Background: an optimization exercise with open tools, aiming at small area, a short achievable clock period and few clock cycles per item. Do not read the settings as production practice. In this exercise RTL edits were held to simulation tests only and were not proved equivalent to the original.

==> v20 <==
==> flow/design.v <==
package sw_pkg;
    typedef logic [1:0] base_t;
    localparam int RIDX_W = $clog2(16);
    localparam int QIDX_W = $clog2(24);
    localparam int HW = $clog2(2 * 16 + 1);
endpackage
`timescale 1ns/1ps
module sw_sequencer (
    input  logic       clk,
    input  logic       reset,
    input  logic       i_valid,
    output logic       o_start,    
    output logic       o_load,     
    output logic [5:0] o_cnt,      
    output logic       o_busy,     
    output logic       o_last,     
    output logic       o_finish
);
    localparam int LAST = 24 + 16 - 2;
    logic       busy;
    logic [5:0] cnt;
    logic       fin;
    assign o_start = i_valid && !busy;
    assign o_load  = o_start || (busy && cnt < 6'(24 - 1));
    assign o_cnt   = cnt;
    assign o_last  = (cnt == 6'(LAST));
    assign o_busy  = busy;
    assign o_finish = fin;
    always_ff @(posedge clk or posedge reset) begin
        if (reset) begin
            busy <= 1'b0;
            cnt  <= '0;
            fin  <= 1'b0;
        end else begin
            fin <= busy && (cnt == 6'(LAST));
            if (o_start) begin
                busy <= 1'b1;
                cnt  <= '0;
            end else if (busy) begin
                cnt <= cnt + 1'b1;
                if (cnt == 6'(LAST)) begin
                    busy <= 1'b0;
                end
            end
        end
    end
endmodule
`timescale 1ns/1ps
module sw_pe #(
    parameter int J = 1
) (
    input  logic       clk,
    input  logic       i_diag,      
    input  logic       i_first,     
    input  logic       i_cell,      
    input  logic [1:0] i_query,     
    input  logic [1:0] i_ref_pin,   
    input  logic [5:0] i_h_left,    
    input  logic       i_eq_left,   
    input  logic [5:0] i_best,      
    input  logic [5:0] i_best_m2,   
    output logic [1:0] o_cand,      
    output logic [1:0] o_query,
    output logic [5:0] o_h,
    output logic       o_eq
);
    localparam int WH = $clog2(2 * J + 1);       
    localparam int WS = WH + 1;                  
    function automatic logic [1:0] cmp(input logic [WS-1:0] a, input logic [WS-1:0] b);
        logic g;
        logic p;
        g = 1'b0;
        p = 1'b1;
        for (int k = 0; k < WS; k++) begin
            g = (a[k] & ~b[k]) | ((a[k] | ~b[k]) & g);
            p = p & (a[k] | ~b[k]);
        end
        cmp = {g, g | p};
    endfunction
    function automatic logic [WS-1:0] gapv(input logic [WS-1:0] h, input logic e);
        gapv[0] = h[0] ^ e;
        for (int k = 1; k < WS; k++) begin
            gapv[k] = ~(h[k] ^ ((|(h & ((WS'(1) << k) - WS'(2)))) | (h[0] & e)));
        end
    endfunction
    logic [1:0]    ref_q;
    logic [1:0]    query_q;
    logic [WH-1:0] dg_q;
    logic [WH-1:0] h_q;
    logic          eq_i_q;
    logic          eq_d_q;
    logic [1:0]    cand_q;
    logic [1:0]    ref_b;
    logic [WH-1:0] hd;
    logic [WH-1:0] dg_nxt;
    logic [WH-1:0] dg_p2;
    logic [WH-1:0] dg_m1;
    logic [WS-1:0] ival;
    logic [WS-1:0] dval;
    logic [WS-1:0] ival_b;
    logic [WS-1:0] dval_b;
    logic [WS-1:0] dg_b;
    logic [1:0]    c_ig;
    logic [1:0]    c_dg;
    logic [1:0]    c_id;
    logic          eq_i;
    logic          eq_d;
    logic [WS-1:0] h_nxt;
    assign ref_b  = i_first ? i_ref_pin : ref_q;
    assign hd     = (J == 1) ? '0 : WH'(i_h_left);
    assign dg_p2  = hd + 2'd2;
    assign dg_m1  = (hd == '0) ? '0 : hd - 1'b1;
    assign dg_nxt = match ? dg_p2 : dg_m1;
    function automatic logic ge6(input logic [5:0] a, input logic [5:0] b);
        logic r;
        r = 1'b1;
        for (int k = 0; k < 6; k++) begin
            r = (a[k] & ~b[k]) | ((a[k] | ~b[k]) & r);
        end
        ge6 = r;
    endfunction
    logic       match;
    logic       hd_ge;
    logic [3:0] d_oh;
    logic [3:0] g_oh;
    logic [1:0] cand;
    assign match = (i_query == ref_b);
    assign hd_ge = ge6(6'(hd), i_best_m2);           
    assign d_oh  = 4'b0001 << hd[1:0];
    assign g_oh  = 4'b0001 << (i_best[1:0] ^ 2'b10);  
    always_comb begin
        cand = 2'd0;
        if (i_diag && match && hd_ge) begin
            if (|(d_oh & g_oh))                          cand = 2'd1;
            else if (|(d_oh & {g_oh[2:0], g_oh[3]}))     cand = 2'd2;
            else                                         cand = 2'd3;
        end
    end
    always_ff @(posedge clk) begin
        if (i_first) begin
            ref_q <= i_ref_pin;
        end
        query_q <= i_query;
        dg_q    <= dg_nxt;
        cand_q  <= cand;
    end
    assign ival   = gapv((J == 1) ? '0 : WS'(i_h_left), (J == 1) ? 1'b0 : i_eq_left);
    assign dval   = gapv(WS'(h_q), eq_d_q);
    assign ival_b = {~ival[WS-1], ival[WS-2:0]};
    assign dval_b = {~dval[WS-1], dval[WS-2:0]};
    assign dg_b   = {1'b1, dg_q};
    assign c_ig   = cmp(ival_b, dg_b);
    assign c_dg   = cmp(dval_b, dg_b);
    assign c_id   = cmp(ival_b, dval_b);
    assign eq_i   = c_ig[0] && c_id[0];
    assign eq_d   = c_dg[0] && !c_id[1];
    assign h_nxt  = (!c_ig[0] && !c_dg[0]) ? WS'(dg_q) : (c_id[0] ? ival : dval);
    always_ff @(posedge clk) begin
        h_q    <= i_cell ? WH'(h_nxt) : '0;
        eq_i_q <= eq_i;
        eq_d_q <= eq_d;
    end
    assign o_query = query_q;
    assign o_h     = 6'(h_q);
    assign o_eq    = eq_i_q;
    assign o_cand  = cand_q;
endmodule
`timescale 1ns/1ps
module sw_pe_array (
    input  logic                              clk,
    input  logic                              reset,
    input  logic                              i_start,
    input  logic                              i_load,
    input  logic [1:0]                        i_query_base,
    input  logic [1:0]                        i_ref_base,
    input  logic [5:0]                        i_best,
    input  logic [5:0]                        i_best_m2,
    output logic [16-1:0][1:0]       o_cand
);
    logic [16-1:0]      cell_q;    
    logic [16-1:0][1:0] query_c;
    logic [16-1:0][5:0] h_c;
    logic [16-1:0]      eq_c;
    for (genvar j = 0; j < 16; j++) begin : g_cell
        logic       diag_act;
        logic       first;
        logic [1:0] query;
        logic [5:0] h_left;
        logic       eq_left;
        if (j == 0) begin : g_head
            assign diag_act = i_load;
            assign first    = i_start;
            assign query    = i_query_base;
            assign h_left   = '0;
            assign eq_left  = 1'b0;
        end else begin : g_body
            assign diag_act = cell_q[j-1];
            assign first    = cell_q[j-1] && !cell_q[j];
            assign query    = query_c[j-1];
            assign h_left   = h_c[j-1];
            assign eq_left  = eq_c[j-1];
        end
        always_ff @(posedge clk or posedge reset) begin
            if (reset) begin
                cell_q[j]  <= 1'b0;
            end else begin
                cell_q[j]  <= diag_act;
            end
        end
        sw_pe #(.J(j + 1)) u_pe (
            .clk        (clk),
            .i_diag     (diag_act),
            .i_first    (first),
            .i_cell     (cell_q[j]),
            .i_query    (query),
            .i_ref_pin  (i_ref_base),
            .i_h_left   (h_left),
            .i_eq_left  (eq_left),
            .i_best     (i_best),
            .i_best_m2  (i_best_m2),
            .o_cand     (o_cand[j]),
            .o_query    (query_c[j]),
            .o_h        (h_c[j]),
            .o_eq       (eq_c[j])
        );
    end
endmodule
`timescale 1ns/1ps
module sw_max_tracker (
    input  logic                          clk,
    input  logic                          i_run,     
    input  logic [5:0]                    i_cnt,
    input  logic                          i_last,    
    input  logic [16-1:0][1:0]   i_cand,
    output logic [5:0]                    o_best,    
    output logic [5:0]                    o_best_m2,
    output logic [5:0]                    o_max,
    output logic [4:0]                    o_pos_ref,
    output logic [4:0]                    o_pos_query
);
    localparam int N = 16;
    logic [5:0]   g_q;        
    logic [2:0]   step_q;     
    logic [4:0]   col_q;      
    logic [5:0]   diag_q;     
    logic [5:0]   max_q;      
    logic [4:0]   ref_q;
    logic [4:0]   row_q;
    logic [N-1:0] c2;
    logic [N-1:0] c1;
    logic [N-1:0] c0;
    logic [N-1:0] below;      
    logic [N-1:0] c0b;
    logic         any2;
    logic         any1;
    logic         any0;
    logic [4:0]   enc2;
    logic [4:0]   enc1;
    logic [4:0]   enc0;
    logic [5:0]   cnt2;
    logic [5:0]   g_p1;
    logic [5:0]   g_p2;
    logic         take;
    logic [5:0]   g_nxt;
    logic [4:0]   col_nxt;
    function automatic logic [4:0] lowest(input logic [N-1:0] v);
        lowest = '0;
        for (int k = N - 1; k >= 0; k--) begin
            if (v[k]) begin
                lowest = 5'(k + 1);
            end
        end
    endfunction
    for (genvar k = 0; k < N; k++) begin : g_cls
        logic p2;
        logic p1;
        logic p0;
        assign p2 = i_cand[k] == 2'd3;
        assign p1 = i_cand[k] == 2'd2;
        assign p0 = i_cand[k] == 2'd1;
        assign c2[k] = p2 & step_q[0];
        assign c1[k] = (p2 & step_q[1]) | (p1 & step_q[0]);
        assign c0[k] = (p2 & step_q[2]) | (p1 & step_q[1]) | (p0 & step_q[0]);
        assign below[k] = (5'(k + 1) < col_q);
    end
    assign c0b     = c0 & below;
    assign any2    = |c2;
    assign any1    = |c1;
    assign any0    = |c0b;
    assign enc2    = lowest(c2);
    assign enc1    = lowest(c1);
    assign enc0    = lowest(c0b);
    assign cnt2    = i_cnt + 6'd2;
    assign g_p1    = g_q + 6'd1;
    assign g_p2    = g_q + 6'd2;
    assign take    = any2 || any1 || any0;
    assign g_nxt   = any2 ? g_p2 : (any1 ? g_p1 : g_q);
    assign col_nxt = any2 ? enc2 : (any1 ? enc1 : enc0);
    always_ff @(posedge clk) begin
        if (!i_run || i_last) begin
            g_q    <= '0;
            step_q <= 3'b001;
            col_q  <= 5'd1;
            diag_q <= 6'd2;
        end else begin
            step_q <= any2 ? 3'b100 : (any1 ? 3'b010 : 3'b001);
            if (take) begin
                g_q    <= g_nxt;
                col_q  <= col_nxt;
                diag_q <= cnt2;
            end
        end
        if (i_last) begin
            max_q <= g_nxt;
            ref_q <= take ? col_nxt : col_q;
            row_q <= take ? 5'(24) : diag_q[4:0] - col_q;
        end
    end
    assign o_best      = g_q;
    assign o_best_m2   = (g_q > 6'd2) ? g_q - 6'd2 : 6'd0;
    assign o_max       = max_q;
    assign o_pos_ref   = ref_q;
    assign o_pos_query = row_q;
endmodule
`timescale 1ns/1ps
module sw_top (
    input  logic                                clk,
    input  logic                                reset,
    input  logic                                i_valid,
    input  sw_pkg::base_t                       i_ref_base,
    input  sw_pkg::base_t                       i_query_base,
    output logic                                o_finish,
    output logic [8-1:0]              o_max,
    output logic [sw_pkg::RIDX_W:0]             o_pos_ref,
    output logic [sw_pkg::QIDX_W:0]             o_pos_query
);
    logic                        start;
    logic                        load;
    logic [5:0]                  cnt;
    logic                        last;
    logic                        busy;
    logic [5:0]                  best_m2;
    logic [16-1:0][1:0] cand;
    logic [5:0]                  best_s;
    logic [5:0]                  best_g;
    logic [4:0]                  best_j;
    logic [4:0]                  best_i;
    sw_sequencer u_sequencer (
        .clk      (clk),
        .reset    (reset),
        .i_valid  (i_valid),
        .o_start  (start),
        .o_load   (load),
        .o_cnt    (cnt),
        .o_busy   (busy),
        .o_last   (last),
        .o_finish (o_finish)
    );
    sw_pe_array u_pe_array (
        .clk          (clk),
        .reset        (reset),
        .i_start      (start),
        .i_load       (load),
        .i_query_base (i_query_base),
        .i_ref_base   (i_ref_base),
        .i_best       (best_g),
        .i_best_m2    (best_m2),
        .o_cand       (cand)
    );
    sw_max_tracker u_max_tracker (
        .clk         (clk),
        .i_run       (busy),
        .i_cnt       (cnt),
        .i_last      (last),
        .i_cand      (cand),
        .o_best      (best_g),
        .o_best_m2   (best_m2),
        .o_max       (best_s),
        .o_pos_ref   (best_j),
        .o_pos_query (best_i)
    );
    assign o_max       = 8'(best_s);
    assign o_pos_ref   = best_j;
    assign o_pos_query = {1'b0, best_i};
endmodule
==> flow/run.sh <==
#!/bin/bash
# synth_recipe.tcl (not shown) runs the flow's synth.tcl, then flattens the netlist and writes it again
# the make line also repeats each setting of config.mk as NAME=value (left out here)
make -C /OpenROAD-flow-scripts/flow DESIGN_CONFIG=/design/flow/config.mk WORK_HOME=/design/flow/orfs CLKGATE_MAP_FILE= SYNTH_SCRIPT=/design/flow/synth_recipe.tcl finish
==> flow/config.mk <==
export PLATFORM = sky130hd
export DESIGN_NAME = sw_top
export DESIGN_NICKNAME = sw_top
export VERILOG_FILES = /design/flow/design.v
export SDC_FILE = /design/flow/constraint.sdc
export NUM_CORES = 4
export LEC_CHECK = 0
export CAP_MARGIN = 20
export CORE_MARGIN = 2
export CORE_UTILIZATION = 40
export SETUP_SLACK_MARGIN = 4.9
export SLEW_MARGIN = 20
export TNS_END_PERCENT = 100
==> flow/constraint.sdc <==
create_clock -name core_clock -period 7.5 [get_ports {clk}]
set_input_delay 1.5000 -clock core_clock [delete_from_list [all_inputs] [get_ports {clk}]]
set_output_delay 1.5000 -clock core_clock [all_outputs]
set_load 0.01 [all_outputs]
==> v29 (differences from v20) <==
--- a/flow/design.v
+++ b/flow/design.v
@@ -18,3 +18,3 @@
 );
-    localparam int LAST = 24 + 16 - 2;
+    localparam int LAST = 24 + 16 - 3;
     logic       busy;
@@ -62,2 +62,3 @@
     output logic [1:0] o_cand,      
+    output logic       o_row1,      
     output logic [1:0] o_query,
@@ -80,5 +81,8 @@
     function automatic logic [WS-1:0] gapv(input logic [WS-1:0] h, input logic e);
+        logic c;
         gapv[0] = h[0] ^ e;
+        c = h[0] & e;
         for (int k = 1; k < WS; k++) begin
-            gapv[k] = ~(h[k] ^ ((|(h & ((WS'(1) << k) - WS'(2)))) | (h[0] & e)));
+            gapv[k] = ~(h[k] ^ c);
+            c = h[k] | c;
         end
@@ -122,2 +126,5 @@
     logic       match;
+    logic       match_q;        
+    logic       cand_ok;
+    logic       row1_q;
     logic       hd_ge;
@@ -126,3 +133,5 @@
     logic [1:0] cand;
-    assign match = (i_query == ref_b);
+    assign match   = (i_query == ref_b);
+    assign match_q = (i_query == ref_q);
+    assign cand_ok = (J == 16) ? (!i_first && match_q) : match;
     assign hd_ge = ge6(6'(hd), i_best_m2);           
@@ -132,3 +141,5 @@
         cand = 2'd0;
-        if (i_diag && match && hd_ge) begin
+        if (J == 1 && i_first) begin
+            cand = match ? 2'd3 : 2'd0;
+        end else if (i_diag && cand_ok && hd_ge) begin
             if (|(d_oh & g_oh))                          cand = 2'd1;
@@ -145,2 +156,3 @@
         cand_q  <= cand;
+        row1_q  <= i_diag && i_first && match;
     end
@@ -156,3 +168,3 @@
     assign eq_d   = c_dg[0] && !c_id[1];
-    assign h_nxt  = (!c_ig[0] && !c_dg[0]) ? WS'(dg_q) : (c_id[0] ? ival : dval);
+    assign h_nxt  = (!c_ig[0] && !c_dg[0]) ? WS'(dg_q) : (eq_i ? ival : dval);
     always_ff @(posedge clk) begin
@@ -165,3 +177,4 @@
     assign o_eq    = eq_i_q;
-    assign o_cand  = cand_q;
+    assign o_cand  = (J == 16) ? cand : cand_q;
+    assign o_row1  = row1_q;
 endmodule
@@ -177,4 +190,7 @@
     input  logic [5:0]                        i_best_m2,
-    output logic [16-1:0][1:0]       o_cand
+    output logic [16-1:0][1:0]       o_cand,
+    output logic                              o_row1      
 );
+    logic [16-1:0]      row1_c;
+    assign o_row1 = row1_c[16-1];
     logic [16-1:0]      cell_q;    
@@ -221,2 +237,3 @@
             .o_cand     (o_cand[j]),
+            .o_row1     (row1_c[j]),
             .o_query    (query_c[j]),
@@ -230,3 +247,3 @@
     input  logic                          clk,
-    input  logic                          i_run,     
+    input  logic                          i_clear,   
     input  logic [5:0]                    i_cnt,
@@ -234,2 +251,3 @@
     input  logic [16-1:0][1:0]   i_cand,
+    input  logic                          i_row1,    
     output logic [5:0]                    o_best,    
@@ -245,5 +263,3 @@
     logic [5:0]   diag_q;     
-    logic [5:0]   max_q;      
-    logic [4:0]   ref_q;
-    logic [4:0]   row_q;
+    logic [4:0]   row_q;      
     logic [N-1:0] c2;
@@ -260,2 +276,3 @@
     logic [5:0]   cnt2;
+    logic [5:0]   cnt3;
     logic [5:0]   g_p1;
@@ -273,3 +290,3 @@
     endfunction
-    for (genvar k = 0; k < N; k++) begin : g_cls
+    for (genvar k = 0; k < N - 1; k++) begin : g_cls
         logic p2;
@@ -285,2 +302,10 @@
     end
+    logic x2;
+    logic x1;
+    assign x2         = i_row1 && (g_q == 6'd0);
+    assign x1         = i_row1 && (g_q == 6'd1);
+    assign c2[N-1]    = (i_cand[N-1] == 2'd3) || x2;
+    assign c1[N-1]    = (i_cand[N-1] == 2'd2) || x1;
+    assign c0[N-1]    = 1'b0;
+    assign below[N-1] = 1'b0;
     assign c0b     = c0 & below;
@@ -293,2 +318,3 @@
     assign cnt2    = i_cnt + 6'd2;
+    assign cnt3    = i_cnt + 6'd3;
     assign g_p1    = g_q + 6'd1;
@@ -299,3 +325,3 @@
     always_ff @(posedge clk) begin
-        if (!i_run || i_last) begin
+        if (i_clear) begin
             g_q    <= '0;
@@ -309,9 +335,13 @@
                 col_q  <= col_nxt;
-                diag_q <= cnt2;
+                if (col_nxt == 5'(N)) begin
+                    diag_q <= (any2 ? x2 : x1) ? 6'(N + 1) : cnt3;
+                end else begin
+                    diag_q <= cnt2;
+                end
             end
         end
-        if (i_last) begin
-            max_q <= g_nxt;
-            ref_q <= take ? col_nxt : col_q;
-            row_q <= take ? 5'(24) : diag_q[4:0] - col_q;
+        if (i_last && take) begin
+            row_q <= 5'(24);
+        end else begin
+            row_q <= diag_q[4:0] - col_q;
         end
@@ -320,4 +350,4 @@
     assign o_best_m2   = (g_q > 6'd2) ? g_q - 6'd2 : 6'd0;
-    assign o_max       = max_q;
-    assign o_pos_ref   = ref_q;
+    assign o_max       = g_q;
+    assign o_pos_ref   = col_q;
     assign o_pos_query = row_q;
@@ -343,2 +373,3 @@
     logic [16-1:0][1:0] cand;
+    logic                        row1;
     logic [5:0]                  best_s;
@@ -367,3 +398,4 @@
         .i_best_m2    (best_m2),
-        .o_cand       (cand)
+        .o_cand       (cand),
+        .o_row1       (row1)
     );
@@ -371,3 +403,3 @@
         .clk         (clk),
-        .i_run       (busy),
+        .i_clear     (start),
         .i_cnt       (cnt),
@@ -375,2 +407,3 @@
         .i_cand      (cand),
+        .i_row1      (row1),
         .o_best      (best_g),
Settings changed: ABC_AREA set to 1, CTS_CLUSTER_DIAMETER set to 80, CTS_CLUSTER_SIZE set to 60, SETUP_SLACK_MARGIN 4.9 to 4.65.
==> v25 (differences from v20) <==
--- a/flow/design.v
+++ b/flow/design.v
@@ -18,3 +18,3 @@
 );
-    localparam int LAST = 24 + 16 - 2;
+    localparam int LAST = 24 + 16 - 3;
     logic       busy;
@@ -61,3 +61,5 @@
     input  logic [5:0] i_best_m2,   
+    input  logic [3:0] i_best_oh,   
     output logic [1:0] o_cand,      
+    output logic       o_row1,      
     output logic [1:0] o_query,
@@ -80,5 +82,8 @@
     function automatic logic [WS-1:0] gapv(input logic [WS-1:0] h, input logic e);
+        logic c;
         gapv[0] = h[0] ^ e;
+        c = h[0] & e;
         for (int k = 1; k < WS; k++) begin
-            gapv[k] = ~(h[k] ^ ((|(h & ((WS'(1) << k) - WS'(2)))) | (h[0] & e)));
+            gapv[k] = ~(h[k] ^ c);
+            c = h[k] | c;
         end
@@ -122,2 +127,5 @@
     logic       match;
+    logic       match_q;        
+    logic       cand_ok;
+    logic       row1_q;
     logic       hd_ge;
@@ -126,9 +134,13 @@
     logic [1:0] cand;
-    assign match = (i_query == ref_b);
+    assign match   = (i_query == ref_b);
+    assign match_q = (i_query == ref_q);
+    assign cand_ok = (J == 16) ? (!i_first && match_q) : match;
     assign hd_ge = ge6(6'(hd), i_best_m2);           
     assign d_oh  = 4'b0001 << hd[1:0];
-    assign g_oh  = 4'b0001 << (i_best[1:0] ^ 2'b10);  
+    assign g_oh  = i_best_oh;
     always_comb begin
         cand = 2'd0;
-        if (i_diag && match && hd_ge) begin
+        if (J == 1 && i_first) begin
+            cand = match ? 2'd3 : 2'd0;
+        end else if (i_diag && cand_ok && hd_ge) begin
             if (|(d_oh & g_oh))                          cand = 2'd1;
@@ -145,2 +157,3 @@
         cand_q  <= cand;
+        row1_q  <= i_diag && i_first && match;
     end
@@ -156,3 +169,3 @@
     assign eq_d   = c_dg[0] && !c_id[1];
-    assign h_nxt  = (!c_ig[0] && !c_dg[0]) ? WS'(dg_q) : (c_id[0] ? ival : dval);
+    assign h_nxt  = (!c_ig[0] && !c_dg[0]) ? WS'(dg_q) : (eq_i ? ival : dval);
     always_ff @(posedge clk) begin
@@ -165,3 +178,4 @@
     assign o_eq    = eq_i_q;
-    assign o_cand  = cand_q;
+    assign o_cand  = (J == 16) ? cand : cand_q;
+    assign o_row1  = row1_q;
 endmodule
@@ -177,4 +191,8 @@
     input  logic [5:0]                        i_best_m2,
-    output logic [16-1:0][1:0]       o_cand
+    input  logic [3:0]                        i_best_oh,
+    output logic [16-1:0][1:0]       o_cand,
+    output logic                              o_row1      
 );
+    logic [16-1:0]      row1_c;
+    assign o_row1 = row1_c[16-1];
     logic [16-1:0]      cell_q;    
@@ -220,3 +238,5 @@
             .i_best_m2  (i_best_m2),
+            .i_best_oh  (i_best_oh),
             .o_cand     (o_cand[j]),
+            .o_row1     (row1_c[j]),
             .o_query    (query_c[j]),
@@ -230,3 +250,3 @@
     input  logic                          clk,
-    input  logic                          i_run,     
+    input  logic                          i_clear,   
     input  logic [5:0]                    i_cnt,
@@ -234,4 +254,6 @@
     input  logic [16-1:0][1:0]   i_cand,
+    input  logic                          i_row1,    
     output logic [5:0]                    o_best,    
     output logic [5:0]                    o_best_m2,
+    output logic [3:0]                    o_best_oh,  
     output logic [5:0]                    o_max,
@@ -242,2 +264,8 @@
     logic [5:0]   g_q;        
+    logic [5:0]   gm2_q;      
+    logic [5:0]   g_m1;
+    logic [5:0]   g_m2;
+    logic [5:0]   gm2_nxt;
+    logic [3:0]   goh_q;      
+    logic         w16;        
     logic [2:0]   step_q;     
@@ -245,5 +273,3 @@
     logic [5:0]   diag_q;     
-    logic [5:0]   max_q;      
-    logic [4:0]   ref_q;
-    logic [4:0]   row_q;
+    logic [4:0]   row_q;      
     logic [N-1:0] c2;
@@ -260,2 +286,3 @@
     logic [5:0]   cnt2;
+    logic [5:0]   cnt3;
     logic [5:0]   g_p1;
@@ -273,3 +300,3 @@
     endfunction
-    for (genvar k = 0; k < N; k++) begin : g_cls
+    for (genvar k = 0; k < N - 1; k++) begin : g_cls
         logic p2;
@@ -285,2 +312,10 @@
     end
+    logic x2;
+    logic x1;
+    assign x2         = i_row1 && (g_q == 6'd0);
+    assign x1         = i_row1 && (g_q == 6'd1);
+    assign c2[N-1]    = (i_cand[N-1] == 2'd3) || x2;
+    assign c1[N-1]    = (i_cand[N-1] == 2'd2) || x1;
+    assign c0[N-1]    = 1'b0;
+    assign below[N-1] = 1'b0;
     assign c0b     = c0 & below;
@@ -293,2 +328,3 @@
     assign cnt2    = i_cnt + 6'd2;
+    assign cnt3    = i_cnt + 6'd3;
     assign g_p1    = g_q + 6'd1;
@@ -297,6 +333,12 @@
     assign g_nxt   = any2 ? g_p2 : (any1 ? g_p1 : g_q);
+    assign g_m1    = (g_q > 6'd1) ? g_q - 6'd1 : 6'd0;
+    assign g_m2    = (g_q > 6'd2) ? g_q - 6'd2 : 6'd0;
+    assign gm2_nxt = any2 ? g_q : (any1 ? g_m1 : g_m2);
+    assign w16     = any2 ? !(|c2[N-2:0]) : (any1 && !(|c1[N-2:0]));
     assign col_nxt = any2 ? enc2 : (any1 ? enc1 : enc0);
     always_ff @(posedge clk) begin
-        if (!i_run || i_last) begin
+        if (i_clear) begin
             g_q    <= '0;
+            gm2_q  <= '0;
+            goh_q  <= 4'b0100;
             step_q <= 3'b001;
@@ -308,10 +350,16 @@
                 g_q    <= g_nxt;
+                gm2_q  <= gm2_nxt;
+                goh_q  <= any2 ? {goh_q[1:0], goh_q[3:2]} : (any1 ? {goh_q[2:0], goh_q[3]} : goh_q);
                 col_q  <= col_nxt;
-                diag_q <= cnt2;
+                if (w16) begin
+                    diag_q <= (any2 ? x2 : x1) ? 6'(N + 1) : cnt3;
+                end else begin
+                    diag_q <= cnt2;
+                end
             end
         end
-        if (i_last) begin
-            max_q <= g_nxt;
-            ref_q <= take ? col_nxt : col_q;
-            row_q <= take ? 5'(24) : diag_q[4:0] - col_q;
+        if (i_last && take) begin
+            row_q <= 5'(24);
+        end else begin
+            row_q <= diag_q[4:0] - col_q;
         end
@@ -319,5 +367,6 @@
     assign o_best      = g_q;
-    assign o_best_m2   = (g_q > 6'd2) ? g_q - 6'd2 : 6'd0;
-    assign o_max       = max_q;
-    assign o_pos_ref   = ref_q;
+    assign o_best_m2   = gm2_q;
+    assign o_best_oh   = goh_q;
+    assign o_max       = g_q;
+    assign o_pos_ref   = col_q;
     assign o_pos_query = row_q;
@@ -342,3 +391,5 @@
     logic [5:0]                  best_m2;
+    logic [3:0]                  best_oh;
     logic [16-1:0][1:0] cand;
+    logic                        row1;
     logic [5:0]                  best_s;
@@ -367,3 +418,5 @@
         .i_best_m2    (best_m2),
-        .o_cand       (cand)
+        .i_best_oh    (best_oh),
+        .o_cand       (cand),
+        .o_row1       (row1)
     );
@@ -371,3 +424,3 @@
         .clk         (clk),
-        .i_run       (busy),
+        .i_clear     (start),
         .i_cnt       (cnt),
@@ -375,4 +428,6 @@
         .i_cand      (cand),
+        .i_row1      (row1),
         .o_best      (best_g),
         .o_best_m2   (best_m2),
+        .o_best_oh   (best_oh),
         .o_max       (best_s),
Settings changed: ABC_AREA set to 1, CTS_CLUSTER_DIAMETER set to 80, CTS_CLUSTER_SIZE set to 60, SETUP_SLACK_MARGIN 4.9 to 4.75.
==> qor summary <==
| quantity | v20 | v29 | v25 |
|---|---|---|---|
| Status | timing/DRC/antenna clean | timing/DRC/antenna clean | timing/DRC/antenna clean |
| Source-to-sink clock delay at the later pin of the worst-skew pair | 0.55 ns | 0.56 ns | 0.57 ns |
| Worst-path clk slew | 0.06 ns | 0.10 ns | 0.10 ns |
| Number of clock buffers in the layout | 52 | 24 | 24 |
| Met1 capacity usage during global routing | 0.274 | 0.282 | 0.285 |
| Highest attainable clock frequency | 0.366 GHz | 0.357 GHz | 0.370 GHz |
| Detailed-route wire length | 59.3 mm | 54.4 mm | 56.4 mm |
| Synthesis-to-layout area growth | 24.8% | 13.7% | 14.9% |
| DR WL met2 | 28.2 mm | 24.9 mm | 25.7 mm |
| Synth top area share | 0.253 | 0.274 | 0.278 |
| Share of cell area taken by multi-input logic gates | 0.595 | 0.535 | 0.530 |
| Initial standard-cell utilization of the core | 0.404 | 0.406 | 0.405 |
| Cell row count | 84 | 81 | 82 |
| Number of buffer and inverter instances along the worst setup path | 2 | 3 | 1 |
| Async set or reset register ratio after synthesis | 0.0779 | 0.0811 | 0.0784 |
| Number of library cell types mapped by synthesis | 98 | 58 | 64 |
Testbench counts of v20, summed over its fixed seeds: cycles 12,800, runs 320.
Testbench counts of v29, summed over its fixed seeds: cycles 12,480, runs 320.
Testbench counts of v25, summed over its fixed seeds: cycles 12,480, runs 320.

static timing again, ports no longer ideal:
Ports are ideal in the flow. The routed layouts listed here were re-timed in OpenROAD. Step 1, drivers: a clkbuf_16 drives clk and a buf_2 each remaining input, both assumed. Step 2 times the ports against the registers' clock, not the clock port: input delays grow and output delays shrink by t, the midpoint of the rising clock arrivals with the driver on. Slacks: no drivers / after step 1 / after step 2; pairs: no drivers / after step 1.
run	t, ns	setup WS [ns]	hold slack, ns	worst slew at a driven data input, ns	cell pins on the clock port's net
v20	0.605	4.769 / 4.769 / 4.393	0.369 / 0.369 / 0.369	0.06	1
v29	0.602	4.697 / 4.674 / 4.116	0.360 / 0.360 / 0.360	0.06	1
v25	0.612	4.795 / 4.741 / 4.279	0.360 / 0.360 / 0.360	0.04	1
After both steps every run listed still meets setup and hold. For v29, which loses most, drivers alone change the setup slack by -0.023 ns; drivers and shift together by -0.581 ns.
